This design comes from an exercise in tuning for small area and a short achievable clock period on the open sky130 flow, not from production work. Only simulation tests tie the RTL to the original design; equivalence was not proved. Power is estimated from default activity; no workload was simulated.

// mjd_bcd_to_calendar_time
module mjd_bcd_to_calendar_time (
    input  logic        i_clk,
    input  logic        i_rst_n,
    input  logic        start,
    output logic        busy,
    input  logic [15:0] i_mjd,
    input  logic [7:0]  i_hour_bcd,
    input  logic [7:0]  i_minute_bcd,
    input  logic [7:0]  i_second_bcd,
    output logic        o_valid,
    output logic [10:0] o_year,
    output logic [3:0]  o_month_num,
    output logic [4:0]  o_day_of_month,
    output logic [2:0]  o_weekday,
    output logic [7:0]  o_hour_bin,
    output logic [7:0]  o_minute_bin,
    output logic [7:0]  o_second_bin
);
For scale: roughly 720 cells after synthesis, ~92 I/O pins, ~5700 um^2 of cells after synthesis.
==> flow/config.mk <==
export PLATFORM = sky130hd
export DESIGN_NAME = mjd_bcd_to_calendar_time
export DESIGN_NICKNAME = mjd_bcd_to_calendar_time
export VERILOG_FILES = /design/flow/design.v
export SDC_FILE = /design/flow/constraint.sdc
export NUM_CORES = 4
export LEC_CHECK = 0
export ABC_CLOCK_PERIOD_IN_PS = 3500
export CAP_MARGIN = 20
export CORE_MARGIN = 2
export CORE_UTILIZATION = 60
export SETUP_SLACK_MARGIN = 4.1
export SLEW_MARGIN = 20
==> flow/constraint.sdc <==
create_clock -name core_clock -period 7.5 [get_ports {i_clk}]
set_input_delay 1.5000 -clock core_clock [delete_from_list [all_inputs] [get_ports {i_clk}]]
set_output_delay 1.5000 -clock core_clock [all_outputs]
set_load 0.01 [all_outputs]
standard.sh (not shown) runs the stock make flow with config.mk's settings and CLKGATE_MAP_FILE= SYNTH_SCRIPT=/design/flow/synth_recipe.tcl, a recipe that flattens the netlist after the stock synthesis.
==> flow/flow/run.sh <==
#!/bin/bash
# layout flow: the standard synthesis, then its combinational logic re-mapped by
# abc as plain gates (flow/remap.tcl; every register kept with its name and cell;
# the logic before the first registers mapped for delay),
# then the rest of the standard flow, with the port buffers as plain buf_1 cells
# instead of the cell buffer_ports picks by default, and a clock tree over larger
# sink clusters without dummy balancing loads.
# each tool's output goes to a log of its own in this folder
set -euo pipefail
export BUFFER_PORTS_ARGS="-buffer_cell sky130_fd_sc_hd__buf_1"
export CTS_ARGS="-sink_clustering_enable -repair_clock_nets -dont_use_dummy_load -buf_list sky130_fd_sc_hd__clkbuf_8 -sink_clustering_size 30 -sink_clustering_max_diameter 100"
bash standard.sh synth > synth_run.log 2>&1
R=orfs/results/$FLOW_PLATFORM/mjd_bcd_to_calendar_time/base
cp $R/1_2_yosys.v standard_synth.v
REMAP_LIB=$FLOW_HOME/platforms/sky130hd/lib/sky130_fd_sc_hd__tt_025C_1v80.lib \
REMAP_IN=standard_synth.v REMAP_TOP=$FLOW_TOP REMAP_PS=3500 REMAP_OUT=$R/1_2_yosys.v \
    yosys -c flow/remap.tcl > remap.log 2>&1
rm -f $R/1_synth.odb $R/1_synth.sdc
bash standard.sh > standard_run.log 2>&1
==> flow/flow/remap.tcl <==
# re-map the combinational logic of the standard synthesis netlist with abc as
# plain gates (the standard netlist keeps yosys's full/half-adder cells and
# kogge-stone adders), keeping every register instance, its name and its cell.
# the logic from the inputs to the first pipeline registers (it also carries the
# input delay) is mapped first, for delay; the rest for area (abc's amap), except the
# time-of-day bcd conversion, whose full and half adder cells are kept.
set lib $::env(REMAP_LIB)
set abcargs [list -liberty $lib -dont_use *lpflow* -dont_use *probe* -dont_use *fill*]
yosys read_liberty -ignore_miss_func $lib
yosys read_verilog $::env(REMAP_IN)
yosys hierarchy -top $::env(REMAP_TOP)
yosys blackbox sky130_fd_sc_hd__dfxtp_1 sky130_fd_sc_hd__dfxtp_2 sky130_fd_sc_hd__dfxtp_4
yosys cd $::env(REMAP_TOP)
yosys select -set bcd {c:g_hms[1].*} {%ci*:-sky130_fd_sc_hd__dfxtp_1[Q]}
yosys select -set keepfa t:sky130_fd_sc_hd__fa_* t:sky130_fd_sc_hd__ha_* %u @bcd %i
yosys setattr -set keep_hierarchy 1 @keepfa
yosys select -clear
yosys cd
yosys flatten
yosys opt -purge
yosys cd $::env(REMAP_TOP)
yosys select -set first {c:u_date.b_r1*} {c:u_date.b_qp*} %u {%ci*:-sky130_fd_sc_hd__dfxtp_1[Q]}
yosys abc {*}$abcargs -D 1200 -script {+strash;dc2;dch,-f;map,-D,1200;topo} @first
yosys select -clear
yosys cd
yosys abc {*}$abcargs -D 3500 -script {+strash;&get,-n;&fraig,-x;&put;scorr;dc2;dretime;strash;dch,-f;amap;topo}
yosys splitnets
yosys opt_clean -purge
yosys hilomap -singleton -hicell sky130_fd_sc_hd__conb_1 HI -locell sky130_fd_sc_hd__conb_1 LO
# left out here: clean up, clear keep_hierarchy
yosys stat -liberty $lib
yosys select -module $::env(REMAP_TOP)
yosys write_verilog -noattr -nohex -nodec -selected $::env(REMAP_OUT)
==> next run, changes <==
--- a/flow/flow/remap.tcl
+++ b/flow/flow/remap.tcl
@@ -4,3 +4,3 @@
 # the logic from the inputs to the first pipeline registers (it also carries the
-# input delay) is mapped first, for delay; the rest for area (abc's amap), except the
+# input delay) is mapped first, for delay; the rest for area, except the
 # time-of-day bcd conversion, whose full and half adder cells are kept.
@@ -25,3 +25,3 @@
 yosys cd
-yosys abc {*}$abcargs -D 3500 -script {+strash;&get,-n;&fraig,-x;&put;scorr;dc2;dretime;strash;dch,-f;amap;topo}
+yosys abc {*}$abcargs -D 3500
 yosys splitnets
Settings changed: SETUP_SLACK_MARGIN 4.1 to 4.2.
Result: Wire length decreases by 21%; hold slack improves by 9.9 ps; power goes up by 5.1%; design area falls by 2.2%; sequential power is higher by about 5%; synthesized area grows by 2.6%; clock skew falls by 8.3 ps; worst setup slack improves by 180 ps; synthesized cell count goes down by 12%.
==> next run, changes <==
Settings changed: SETUP_SLACK_MARGIN 4.2 to 4.45.
Effect:
- global-route usage went down by 0.78 points
- first-iteration DRC count went down by roughly a tenth
- routed wire length went up by a few percent
- register-to-register slack gains 160 ps
- non-clock buffer count went up by 19
==> next run, changes <==
Settings changed: SETUP_SLACK_MARGIN 4.45 to 4.1.
After rerunning: Worst hold slack improves by 4.7 ps; final area came out lower by 7.8%; wire length came out lower by 3.5%; non-clock buffer count came out lower by 21; die area stays the same; combinational power came out lower by 18%; sequential cell count stays the same; synthesized area does not change; sequential power is about the same.

---

== run 1 ==
mjd_bcd_to_calendar_time, a different RTL version from the one above (not shown whole).
Size in the first run: roughly 92 I/O pins.
clock: 7.5 ns
lec_check: 0
abc_clock_period_in_ps: 3500
cap_margin: 20
core_margin: 2
core_utilization: 60
setup_slack_margin: 4.1
slew_margin: 20
==> flow/flow/remap.tcl <==
# re-map the combinational logic of the standard synthesis netlist with abc as
# plain gates (the standard netlist keeps yosys's full/half-adder cells and
# kogge-stone adders), keeping every register instance, its name and its cell.
# the logic from the inputs to the first pipeline registers (it also carries the
# input delay) is mapped first, for delay; the rest for area, except the
# time-of-day bcd conversion, whose full and half adder cells are kept.
set lib $::env(REMAP_LIB)
set abcargs [list -liberty $lib -dont_use *lpflow* -dont_use *probe* -dont_use *fill*]
yosys read_liberty -ignore_miss_func $lib
yosys read_verilog $::env(REMAP_IN)
yosys hierarchy -top $::env(REMAP_TOP)
yosys blackbox sky130_fd_sc_hd__dfxtp_1 sky130_fd_sc_hd__dfxtp_2 sky130_fd_sc_hd__dfxtp_4
yosys cd $::env(REMAP_TOP)
yosys select -set bcd {c:g_hms[1].*} {%ci*:-sky130_fd_sc_hd__dfxtp_1[Q]}
yosys select -set keepfa t:sky130_fd_sc_hd__fa_* t:sky130_fd_sc_hd__ha_* %u @bcd %i
yosys setattr -set keep_hierarchy 1 @keepfa
yosys select -clear
yosys cd
yosys flatten
yosys opt -purge
yosys cd $::env(REMAP_TOP)
yosys select -set first {c:u_date.b_r1*} {c:u_date.b_qp*} %u {%ci*:-sky130_fd_sc_hd__dfxtp_1[Q]}
yosys abc {*}$abcargs -D 1200 -script {+strash;dc2;dch,-f;map,-D,1200;topo} @first
yosys select -clear
yosys cd
yosys abc {*}$abcargs -D 3500
yosys splitnets
yosys opt_clean -purge
yosys hilomap -singleton -hicell sky130_fd_sc_hd__conb_1 HI -locell sky130_fd_sc_hd__conb_1 LO
# left out here: clean up, clear keep_hierarchy
yosys stat -liberty $lib
yosys select -module $::env(REMAP_TOP)
yosys write_verilog -noattr -nohex -nodec -selected $::env(REMAP_OUT)
Scripts as last shown in full above: flow/flow/run.sh
The flow did not stop early for run 1: all stages ran, and the layout cleared the timing, DRC and antenna checks.
Here is what was changed in the inputs of run 2 compared with run 1.
# run 1
export LEC_CHECK = 0
export ABC_CLOCK_PERIOD_IN_PS = 3500
export CAP_MARGIN = 20
export CORE_MARGIN = 2
export CORE_UTILIZATION = 60
export SETUP_SLACK_MARGIN = 4.1
export SLEW_MARGIN = 20
create_clock -name core_clock -period 7.5 [get_ports {i_clk}]
# run 2
export LEC_CHECK = 0
export ABC_CLOCK_PERIOD_IN_PS = 3500
export CAP_MARGIN = 20
export CORE_MARGIN = 2
export CORE_UTILIZATION = 60
export SETUP_SLACK_MARGIN = 3.9
export SLEW_MARGIN = 20
create_clock -name core_clock -period 7.5 [get_ports {i_clk}]
==> flow/flow/run.sh <==
#!/bin/bash
# layout flow: the standard synthesis, then its combinational logic re-mapped by
# abc as plain gates (flow/remap.tcl; every register kept with its name and cell),
# then the rest of the standard flow, with the port buffers as plain buf_1 cells
# instead of the cell buffer_ports picks by default, and a clock tree over larger
# sink clusters without dummy balancing loads.
# each tool's output goes to a log of its own in this folder
set -euo pipefail
export BUFFER_PORTS_ARGS="-buffer_cell sky130_fd_sc_hd__buf_1"
export CTS_ARGS="-sink_clustering_enable -repair_clock_nets -dont_use_dummy_load -buf_list sky130_fd_sc_hd__clkbuf_16 -sink_clustering_size 45 -sink_clustering_max_diameter 150"
bash standard.sh synth > synth_run.log 2>&1
R=orfs/results/$FLOW_PLATFORM/mjd_bcd_to_calendar_time/base
cp $R/1_2_yosys.v standard_synth.v
REMAP_LIB=$FLOW_HOME/platforms/sky130hd/lib/sky130_fd_sc_hd__tt_025C_1v80.lib \
REMAP_IN=standard_synth.v REMAP_TOP=$FLOW_TOP REMAP_PS=3500 REMAP_OUT=$R/1_2_yosys.v \
    yosys -c flow/remap.tcl > remap.log 2>&1
rm -f $R/1_synth.odb $R/1_synth.sdc
bash standard.sh > standard_run.log 2>&1
==> flow/flow/remap.tcl <==
# re-map the combinational logic of the standard synthesis netlist with abc as
# plain gates (the standard netlist keeps yosys's full/half-adder cells and
# kogge-stone adders), keeping every register instance, its name and its cell
set lib $::env(REMAP_LIB)
yosys read_liberty -ignore_miss_func $lib
yosys read_verilog $::env(REMAP_IN)
yosys hierarchy -top $::env(REMAP_TOP)
yosys blackbox sky130_fd_sc_hd__dfxtp_1 sky130_fd_sc_hd__dfxtp_2 sky130_fd_sc_hd__dfxtp_4
yosys flatten
yosys opt -purge
yosys abc -liberty $lib -dont_use *lpflow* -dont_use *probe* -dont_use *fill* -D $::env(REMAP_PS)
yosys splitnets
yosys opt_clean -purge
yosys hilomap -singleton -hicell sky130_fd_sc_hd__conb_1 HI -locell sky130_fd_sc_hd__conb_1 LO
yosys opt_clean -purge
yosys stat -liberty $lib
yosys select -module $::env(REMAP_TOP)
yosys write_verilog -noattr -nohex -nodec -selected $::env(REMAP_OUT)
[summary]
[run 2] proportion of power drawn by the clock network rose 5.7 points relative to run 1. In the metrics for run 1 and run 2, the one carrying the lower total internal power is run 1. First-pass GRT wire length deteriorates in run 2 relative to run 1. On final worst-path setup slack, run 2 does worse than run 1. The worst setup path endpoint comes out busy in one run and u_date.b_r1[11] in the other, namely in run 1 and run 2 respectively. [run 2] switching part of the total fell 2.6 points relative to run 1. Vias: run 2 above run 1. Lower worst-case register-to-register setup slack was reported by run 2, not run 1. Fraction of power consumed by combinational cells: run 2 vs run 1 down 2.4 points.
[inputs] run 3 vs run 2
# run 2
export LEC_CHECK = 0
export ABC_CLOCK_PERIOD_IN_PS = 3500
export CAP_MARGIN = 20
export CORE_MARGIN = 2
export CORE_UTILIZATION = 60
export SETUP_SLACK_MARGIN = 3.9
export SLEW_MARGIN = 20
create_clock -name core_clock -period 7.5 [get_ports {i_clk}]
# run 3
export LEC_CHECK = 0
export ABC_CLOCK_PERIOD_IN_PS = 3500
export CAP_MARGIN = 20
export CORE_MARGIN = 2
export CORE_UTILIZATION = 75
export SETUP_SLACK_MARGIN = 3.9
export SLEW_MARGIN = 20
create_clock -name core_clock -period 7.5 [get_ports {i_clk}]
==> flow/flow/run.sh <==
#!/bin/bash
# layout flow: the standard synthesis, then its combinational logic re-mapped by
# abc as plain gates (flow/remap.tcl; every register kept with its name and cell;
# the logic before the first registers mapped for delay),
# then the rest of the standard flow, with the port buffers as plain buf_1 cells
# instead of the cell buffer_ports picks by default, and a clock tree over larger
# sink clusters without dummy balancing loads.
# each tool's output goes to a log of its own in this folder
set -euo pipefail
export BUFFER_PORTS_ARGS="-buffer_cell sky130_fd_sc_hd__buf_1"
export CTS_ARGS="-sink_clustering_enable -repair_clock_nets -dont_use_dummy_load -buf_list sky130_fd_sc_hd__clkbuf_8 -sink_clustering_size 30 -sink_clustering_max_diameter 100"
bash standard.sh synth > synth_run.log 2>&1
R=orfs/results/$FLOW_PLATFORM/mjd_bcd_to_calendar_time/base
cp $R/1_2_yosys.v standard_synth.v
REMAP_LIB=$FLOW_HOME/platforms/sky130hd/lib/sky130_fd_sc_hd__tt_025C_1v80.lib \
REMAP_IN=standard_synth.v REMAP_TOP=$FLOW_TOP REMAP_PS=3500 REMAP_OUT=$R/1_2_yosys.v \
    yosys -c flow/remap.tcl > remap.log 2>&1
rm -f $R/1_synth.odb $R/1_synth.sdc
bash standard.sh > standard_run.log 2>&1
==> flow/flow/remap.tcl <==
# re-map the combinational logic of the standard synthesis netlist with abc as
# plain gates (the standard netlist keeps yosys's full/half-adder cells and
# kogge-stone adders), keeping every register instance, its name and its cell.
# the logic from the inputs to the first pipeline registers (it also carries the
# input delay) is mapped first, for delay; the rest for area, except the
# time-of-day bcd conversion, whose full and half adder cells are kept.
set lib $::env(REMAP_LIB)
set abcargs [list -liberty $lib -dont_use *lpflow* -dont_use *probe* -dont_use *fill*]
yosys read_liberty -ignore_miss_func $lib
yosys read_verilog $::env(REMAP_IN)
yosys hierarchy -top $::env(REMAP_TOP)
yosys blackbox sky130_fd_sc_hd__dfxtp_1 sky130_fd_sc_hd__dfxtp_2 sky130_fd_sc_hd__dfxtp_4
yosys cd $::env(REMAP_TOP)
yosys select -set bcd {c:g_hms[1].*} {%ci*:-sky130_fd_sc_hd__dfxtp_1[Q]}
yosys select -set keepfa t:sky130_fd_sc_hd__fa_* t:sky130_fd_sc_hd__ha_* %u @bcd %i
yosys setattr -set keep_hierarchy 1 @keepfa
yosys select -clear
yosys cd
yosys flatten
yosys opt -purge
yosys cd $::env(REMAP_TOP)
yosys select -set first {c:u_date.b_r1*} {c:u_date.b_qp*} %u {%ci*:-sky130_fd_sc_hd__dfxtp_1[Q]}
yosys abc {*}$abcargs -D 1200 -script {+strash;dc2;dch,-f;map,-D,1200;topo} @first
yosys select -clear
yosys cd
yosys abc {*}$abcargs -D 3500
yosys splitnets
yosys opt_clean -purge
yosys hilomap -singleton -hicell sky130_fd_sc_hd__conb_1 HI -locell sky130_fd_sc_hd__conb_1 LO
# left out here: clean up, clear keep_hierarchy
yosys stat -liberty $lib
yosys select -module $::env(REMAP_TOP)
yosys write_verilog -noattr -nohex -nodec -selected $::env(REMAP_OUT)
Notes after the runs:
- Run 3 against run 2: shortest clock period the worst path allows after layout now sits higher; design area decreased by 510 µm² relative to the old numbers.
- Compared with run 2, run 3 shows a number of buffers inserted to repair setup after CTS that is 1 lower.
- Compared with run 2, in run 3 wire length went up by 32%, setup slack saw a decrease, global-route wire length before repair has increased.
- [compare] base=run 2 new=run 3: area added between synthesis and finish decreased by 7.5 points relative to the old numbers; share of the clock period used by the worst path after layout went up 2.3 points; register share of total power increased 1.9 points; total design power -about 2.7%.
Input changes introduced in run 4 (baseline for comparison: run 3):
# run 3
export LEC_CHECK = 0
export ABC_CLOCK_PERIOD_IN_PS = 3500
export CAP_MARGIN = 20
export CORE_MARGIN = 2
export CORE_UTILIZATION = 75
export SETUP_SLACK_MARGIN = 3.9
export SLEW_MARGIN = 20
create_clock -name core_clock -period 7.5 [get_ports {i_clk}]
# run 4
export LEC_CHECK = 0
export ABC_CLOCK_PERIOD_IN_PS = 3500
export CAP_MARGIN = 20
export CORE_MARGIN = 2
export CORE_UTILIZATION = 60
export SETUP_SLACK_MARGIN = 3.9
export SLEW_MARGIN = 20
create_clock -name core_clock -period 7.5 [get_ports {i_clk}]
==> flow/flow/run.sh <==
#!/bin/bash
# layout flow: the standard synthesis, then its combinational logic re-mapped by
# abc as plain gates (flow/remap.tcl; every register kept with its name and cell),
# then the rest of the standard flow, with the port buffers as plain buf_1 cells
# instead of the cell buffer_ports picks by default.
# each tool's output goes to a log of its own in this folder
set -euo pipefail
export BUFFER_PORTS_ARGS="-buffer_cell sky130_fd_sc_hd__buf_1"
bash standard.sh synth > synth_run.log 2>&1
R=orfs/results/$FLOW_PLATFORM/mjd_bcd_to_calendar_time/base
cp $R/1_2_yosys.v standard_synth.v
REMAP_LIB=$FLOW_HOME/platforms/sky130hd/lib/sky130_fd_sc_hd__tt_025C_1v80.lib \
REMAP_IN=standard_synth.v REMAP_TOP=$FLOW_TOP REMAP_PS=3500 REMAP_OUT=$R/1_2_yosys.v \
    yosys -c flow/remap.tcl > remap.log 2>&1
rm -f $R/1_synth.odb $R/1_synth.sdc
bash standard.sh > standard_run.log 2>&1
==> flow/flow/remap.tcl <==
# re-map the combinational logic of the standard synthesis netlist with abc as
# plain gates (the standard netlist keeps yosys's full/half-adder cells and
# kogge-stone adders), keeping every register instance, its name and its cell
set lib $::env(REMAP_LIB)
yosys read_liberty -ignore_miss_func $lib
yosys read_verilog $::env(REMAP_IN)
yosys hierarchy -top $::env(REMAP_TOP)
yosys blackbox sky130_fd_sc_hd__dfxtp_1 sky130_fd_sc_hd__dfxtp_2 sky130_fd_sc_hd__dfxtp_4
yosys flatten
yosys opt -purge
yosys abc -liberty $lib -dont_use *lpflow* -dont_use *probe* -dont_use *fill* -D $::env(REMAP_PS)
yosys splitnets
yosys opt_clean -purge
yosys hilomap -singleton -hicell sky130_fd_sc_hd__conb_1 HI -locell sky130_fd_sc_hd__conb_1 LO
yosys opt_clean -purge
yosys stat -liberty $lib
yosys select -module $::env(REMAP_TOP)
yosys write_verilog -noattr -nohex -nodec -selected $::env(REMAP_OUT)
## What came out
- | setup slack | run 4 vs run 3 | 0.23 ns higher |
- Diff run 3 -> run 4 | fraction of power consumed by combinational cells | decrease of 7.1 points
- The critical path startpoint comes out u_date.b_r1[1] in one run and i_mjd[11] in the other, namely in run 3 and run 4 respectively.
- Reported for run 3 and run 4, non-clock buffer count turned out identical to the last digit.
- On final design area excluding fillers, run 3 beats run 4.
- The sequential power on run 3 is in line with that on run 4.
Relative to run 4, the following input files were edited for run 5:
# run 4
export LEC_CHECK = 0
export ABC_CLOCK_PERIOD_IN_PS = 3500
export CAP_MARGIN = 20
export CORE_MARGIN = 2
export CORE_UTILIZATION = 60
export SETUP_SLACK_MARGIN = 3.9
export SLEW_MARGIN = 20
create_clock -name core_clock -period 7.5 [get_ports {i_clk}]
# run 5
export LEC_CHECK = 0
export ABC_CLOCK_PERIOD_IN_PS = 3500
export CAP_MARGIN = 20
export CORE_MARGIN = 2
export CORE_UTILIZATION = 70
export SETUP_SLACK_MARGIN = 3.9
export SLEW_MARGIN = 20
create_clock -name core_clock -period 7.5 [get_ports {i_clk}]
==> flow/flow/run.sh <==
#!/bin/bash
# layout flow: the standard synthesis, then its combinational logic re-mapped by
# abc as plain gates (flow/remap.tcl; every register kept with its name and cell),
# then the rest of the standard flow, with the port buffers as plain buf_1 cells
# instead of the cell buffer_ports picks by default, and a clock tree over larger
# sink clusters without dummy balancing loads.
# each tool's output goes to a log of its own in this folder
set -euo pipefail
export BUFFER_PORTS_ARGS="-buffer_cell sky130_fd_sc_hd__buf_1"
export CTS_ARGS="-sink_clustering_enable -repair_clock_nets -dont_use_dummy_load -buf_list sky130_fd_sc_hd__clkbuf_8 -sink_clustering_size 30 -sink_clustering_max_diameter 100"
bash standard.sh synth > synth_run.log 2>&1
R=orfs/results/$FLOW_PLATFORM/mjd_bcd_to_calendar_time/base
cp $R/1_2_yosys.v standard_synth.v
REMAP_LIB=$FLOW_HOME/platforms/sky130hd/lib/sky130_fd_sc_hd__tt_025C_1v80.lib \
REMAP_IN=standard_synth.v REMAP_TOP=$FLOW_TOP REMAP_PS=3500 REMAP_OUT=$R/1_2_yosys.v \
    yosys -c flow/remap.tcl > remap.log 2>&1
rm -f $R/1_synth.odb $R/1_synth.sdc
bash standard.sh > standard_run.log 2>&1
Results
- Run 5 vs. run 4: met2 routed wirelength shows an increase of 9.9%, y dimension of the die fell by 7.1%, die area lost 14%, power went down 8.3%, die boundary width has decreased.

## afterwards: timing with drivers on the ports
In the flow no input, the clock included, has a driving cell. The finished layouts below were timed again as built, in two steps. Step 1: set_driving_cell puts a clkbuf_16 on i_clk and a buf_2 on each other input, an assumption about the parent block. Step 2 adds t to the input delays and takes it off the output delays; t is the mean of the earliest and latest rising clock arrival at the registers after step 1. Input paths then give back, and output paths get back, about the clock's delay inside the block. a / b / c = ideal ports / drivers / drivers and shift; a / b = the first two.
| run | t (ns) | setup slack, ns | clock arrival spread, ns | slew at the worst register clock pin (ns) | pins driven straight from the clock port |
|---|---|---|---|---|---|
| the first run of note 1 | 0.473 | 4.034 / 4.034 / 3.814 | 0.041 / 0.040 | 0.09 / 0.09 | 1 |
| the second run of note 1 | 0.440 | 4.219 / 4.190 / 3.889 | 0.037 / 0.036 | 0.08 / 0.08 | 1 |
| the third run of note 1 | 0.445 | 4.275 / 4.214 / 4.062 | 0.036 / 0.035 | 0.08 / 0.08 | 1 |
| the fourth run of note 1 | 0.432 | 4.177 / 4.151 / 3.810 | 0.037 / 0.037 | 0.08 / 0.08 | 1 |
| run 1 | 0.452 | 4.162 / 4.139 / 3.734 | 0.040 / 0.040 | 0.08 / 0.08 | 1 |
| run 2 | 0.443 | 3.951 / 3.963 / 3.520 | 0.025 / 0.025 | 0.06 / 0.06 | 1 |
| run 3 | 0.458 | 3.777 / 3.777 / 3.513 | 0.034 / 0.034 | 0.09 / 0.09 | 1 |
| run 4 | 0.550 | 4.005 / 4.018 / 3.469 | 0.012 / 0.013 | 0.06 / 0.06 | 1 |
| run 5 | 0.449 | 3.943 / 3.951 / 3.502 | 0.042 / 0.042 | 0.09 / 0.09 | 1 |
After both steps every run listed still meets setup and hold. For run 4, which loses most, drivers alone change the setup slack by +0.013 ns; drivers and shift together by -0.536 ns.
